This is an optimization exercise on Yosys and OpenROAD, whose aim is small area, a short achievable clock period and few clock cycles per item, not a production implementation. At most, simulation tests tie the RTL to the original design; equivalence was not proved. No activity file was given, so power comes from the tool's default toggle rates.

job 5123:
// wdd_top
module wdd_top (
  input  logic        clk_i,
  input  logic        rst_ni,
  input  logic        in_valid_i,
  output logic        in_stall_o,
  input  logic [31:0] in_value_i,
  input  logic        in_last_i,
  output logic        out_valid_o,
  input  logic        out_stall_i,
  output logic        out_match_now_o,
  output logic        out_found_so_far_o,
  output logic        out_array_done_o,
  input  logic        cfg_we_i,
  input  logic [4:0]  cfg_wdata_i
);
Size in the first run: about 1,600 cells after synthesis, ~48 I/O pins.
==> flow/config.mk <==
export PLATFORM = sky130hd
export DESIGN_NAME = wdd_top
export DESIGN_NICKNAME = wdd_top
export VERILOG_FILES = /design/flow/design.v
export SDC_FILE = /design/flow/constraint.sdc
export NUM_CORES = 4
export LEC_CHECK = 0
export CAP_MARGIN = 20
export CORE_MARGIN = 2
export CORE_UTILIZATION = 55
export CTS_CLUSTER_DIAMETER = 80
export CTS_CLUSTER_SIZE = 25
export PLACE_DENSITY = 0.7
export SETUP_SLACK_MARGIN = 2.2
export SLEW_MARGIN = 20
==> flow/constraint.sdc <==
create_clock -name core_clock -period 4.0 [get_ports {clk_i}]
set_input_delay 0.8000 -clock core_clock [delete_from_list [all_inputs] [get_ports {clk_i}]]
set_output_delay 0.8000 -clock core_clock [all_outputs]
set_load 0.01 [all_outputs]
standard.sh (not shown) runs the stock make flow with config.mk's settings and CLKGATE_MAP_FILE= SYNTH_SCRIPT=/design/flow/synth_recipe.tcl, a recipe that flattens the netlist after the stock synthesis.
==> flow/flow/run.sh <==
#!/bin/bash
# The standard layout (the standard.sh, unchanged synthesis, floorplan,
# power grid and tap cells), with two placement/repair settings changed:
#  - the port buffers are plain buf_4 cells instead of the delay-buffer cell
#    buffer_ports picks by default (every port still gets its own buffer);
#  - gate sizing may swap a cell for one with a different footprint.
# The full output of the run goes to standard.log in this folder.
set -o pipefail
bash standard.sh \
  BUFFER_PORTS_ARGS="-buffer_cell sky130_fd_sc_hd__buf_4" \
  MATCH_CELL_FOOTPRINT=0 \
  finish > standard.log 2>&1
Testbench counts of job 5123, summed over its fixed seeds: cycles 16,795, items 16,384.
The following lists how job 8243 was set up differently from job 5123:
Settings: changing SETUP_SLACK_MARGIN from 2.2 to 2.0; changing CORE_UTILIZATION from 55 to 40; removing PLACE_DENSITY (formerly 0.7).
Findings:
Relative to job 5123, the number of standard-cell rows in the floorplan measured on job 8243 has increased by more than 10%. Comparing largest clock skew in the final design for job 8243 and job 5123, the smaller number came from job 5123. Summary of the comparison: placer congestion estimate is higher in job 8243, relative to job 5123. [compare] base=job 5123 new=job 8243: global-route usage decreased 7.7 points, worst hold slack decreased 0.017 ns. Comparing highest clock frequency the design can meet for job 8243 and job 5123, the smaller number came from job 8243. Between job 8243 and job 5123, it is job 8243 whose via count is lower, by about 2.7%.
For job 1542, these inputs were changed with respect to job 8243:
Settings: CAP_MARGIN now 10, was 20; CORE_UTILIZATION now 55, was 40; SETUP_SLACK_MARGIN now 2.1, was 2.0; SLEW_MARGIN now 10, was 20; PLACE_DENSITY now 0.7, previously not set.
==> comparison <==
- From job 8243 to job 1542 the numbers moved as follows: leakage power total did not really move, overall die area went down, largest fanout on the critical path went down, setup slack went up.
- Job 1542 ended up with reg -> out as its class of the most critical setup path; job 8243 ended up with in -> reg.
- Compared with job 8243, job 1542 shows non-clock buffer instance count of the final layout that has gone up by a few percent.
- Job 1542 ended up with a higher core utilization than job 8243 did.
- Power density of the placed cells of job 1542 is on par with job 8243.
- Re layout clock buffer count: job 8243 was lower than job 1542.
- Diff job 8243 and job 1542: sequential group share of total power higher in job 1542
- Per the comparison of job 1542 with job 8243, area overhead of the layout relative to synthesis went down by 0.68 points; global-route wire length before repair went down by 2.5%.


== job 1611 ==
wdd_top, a different RTL version from the one above (not shown whole).
Size in the first run: about 48 I/O pins, about 19000 um^2 of cells after synthesis.
clock: 4.0 ns
lec_check: 0
cap_margin: 20
core_margin: 2
core_utilization: 40
cts_cluster_diameter: 90
cts_cluster_size: 30
setup_slack_margin: 2.1
slew_margin: 20
==> flow/flow/run.sh <==
#!/bin/bash
# The standard layout (the standard.sh, unchanged synthesis, floorplan,
# power grid and tap cells), with two placement/repair settings changed:
#  - the port buffers are plain buf_2 cells instead of the delay-buffer cell
#    buffer_ports picks by default (every port still gets its own buffer);
#  - gate sizing may swap a cell for one with a different footprint.
# The full output of the run goes to standard.log in this folder.
set -o pipefail
bash standard.sh \
  BUFFER_PORTS_ARGS="-buffer_cell sky130_fd_sc_hd__buf_2" \
  MATCH_CELL_FOOTPRINT=0 \
  finish > standard.log 2>&1
Modified inputs, job 1361 compared to job 1611
# job 1611
export LEC_CHECK = 0
export CAP_MARGIN = 20
export CORE_MARGIN = 2
export CORE_UTILIZATION = 40
export CTS_CLUSTER_DIAMETER = 90
export CTS_CLUSTER_SIZE = 30
export SETUP_SLACK_MARGIN = 2.1
export SLEW_MARGIN = 20
create_clock -name core_clock -period 4.0 [get_ports {clk_i}]
# job 1361
export LEC_CHECK = 0
export CAP_MARGIN = 20
export CORE_MARGIN = 2
export CORE_UTILIZATION = 40
export CTS_CLUSTER_DIAMETER = 90
export CTS_CLUSTER_SIZE = 30
export SETUP_SLACK_MARGIN = 2.0
export SLEW_MARGIN = 20
create_clock -name core_clock -period 4.0 [get_ports {clk_i}]
==> flow/run.sh (new file) <==
#!/bin/bash
# synth_recipe.tcl (not shown) runs the flow's synth.tcl, then flattens the netlist and writes it again
# the make line also repeats each setting of config.mk as NAME=value (left out here)
make -C /OpenROAD-flow-scripts/flow DESIGN_CONFIG=/design/flow/config.mk WORK_HOME=/design/flow/orfs CLKGATE_MAP_FILE= SYNTH_SCRIPT=/design/flow/synth_recipe.tcl finish
removed: flow/flow/run.sh
removed: flow/standard.sh
Findings:
- Job 1611 → job 1361: final standard cell utilization of the core has increased, design area went up 10%, time the final worst path needs with I/O delays and setup shrank by 0.039 ns, wire length of the first global-routing pass up about 5.3%.
- Cmp job 1361 vs job 1611: number of buffer and inverter stages on the critical path higher in job 1361
- Higher post-layout net count among job 1611 and job 1361: job 1361
diff inputs: job 1361 => job 4650
==> flow/flow/run.sh (new file) <==
#!/bin/bash
# The standard layout (the standard.sh, unchanged synthesis, floorplan,
# power grid and tap cells), with two placement/repair settings changed:
#  - the port buffers are plain buf_2 cells instead of the delay-buffer cell
#    buffer_ports picks by default (every port still gets its own buffer);
#  - gate sizing may swap a cell for one with a different footprint.
# The full output of the run goes to standard.log in this folder.
set -o pipefail
bash standard.sh \
  BUFFER_PORTS_ARGS="-buffer_cell sky130_fd_sc_hd__buf_2" \
  MATCH_CELL_FOOTPRINT=0 \
  finish > standard.log 2>&1
==> flow/standard.sh (new file) <==
#!/bin/bash
# synth_recipe.tcl (not shown) runs the flow's synth.tcl, then flattens the netlist and writes it again
# the make line also repeats each setting of config.mk as NAME=value (left out here)
make -C /OpenROAD-flow-scripts/flow DESIGN_CONFIG=/design/flow/config.mk WORK_HOME=/design/flow/orfs CLKGATE_MAP_FILE= SYNTH_SCRIPT=/design/flow/synth_recipe.tcl "${@:-finish}"
removed: flow/run.sh
Findings:
Job 1361 ended up with more cell instances than job 4650 did.
Lower via-per-instance ratio goes to job 4650 over job 1361.
Critical setup path kind: reg -> reg -> job 4650, in -> reg -> job 1361
Diff job 1361 -> job 4650: setup slack lower; clock-buffer cell count rose 3.8%; final instance area fell by about 9%; wire length reported by the detailed router lower.
Higher first-iteration DRC count among job 1361 and job 4650: job 1361
Reported for job 1361 and job 4650, xor-xnor portion of the synthesized cell area turned out identical to the last digit.
Function was not checked in any run of this note: the RTL went through the layout flow alone.

-- static timing again, ports no longer ideal --
The flow's constraints put no driver on any port. The routed layouts listed below were extracted and timed again, unchanged, in two steps.
Step 1: set_driving_cell puts a clkbuf_16 on clk_i and a buf_2 on each other input, an assumption about the parent block.
Step 2 moves the port delays by t, midway between the first and last clock arrival at a register: inputs arrive t later, outputs are due t later. That takes back most of the time a late clock gives input paths.
Three values: ideal, step 1, step 2; two values: the first two.
run	shift t [ns]	setup slack, ns	hold WS [ns]	worst register clock-pin slew, ns	cell pins on the clock port's net
job 5123	0.616	2.083 / 2.030 / 1.630	0.120 / 0.093 / 0.360	0.10 / 0.10	1
job 8243	0.647	2.055 / 2.027 / 1.437	0.103 / 0.076 / 0.349	0.10 / 0.10	1
job 1542	0.611	2.096 / 2.043 / 1.523	0.117 / 0.087 / 0.349	0.10 / 0.10	1
job 1611	0.611	1.978 / 1.978 / 1.490	0.328 / 0.298 / 0.347	0.11 / 0.11	1
job 1361	0.635	2.017 / 2.003 / 1.404	0.278 / 0.251 / 0.355	0.12 / 0.12	1
job 4650	0.627	1.965 / 1.965 / 1.439	0.291 / 0.264 / 0.350	0.12 / 0.12	1
After both steps setup and hold are still met in every run listed. The setup slack of job 8243, which loses most, moves by -0.028 ns with the drivers and by -0.618 ns with both steps.
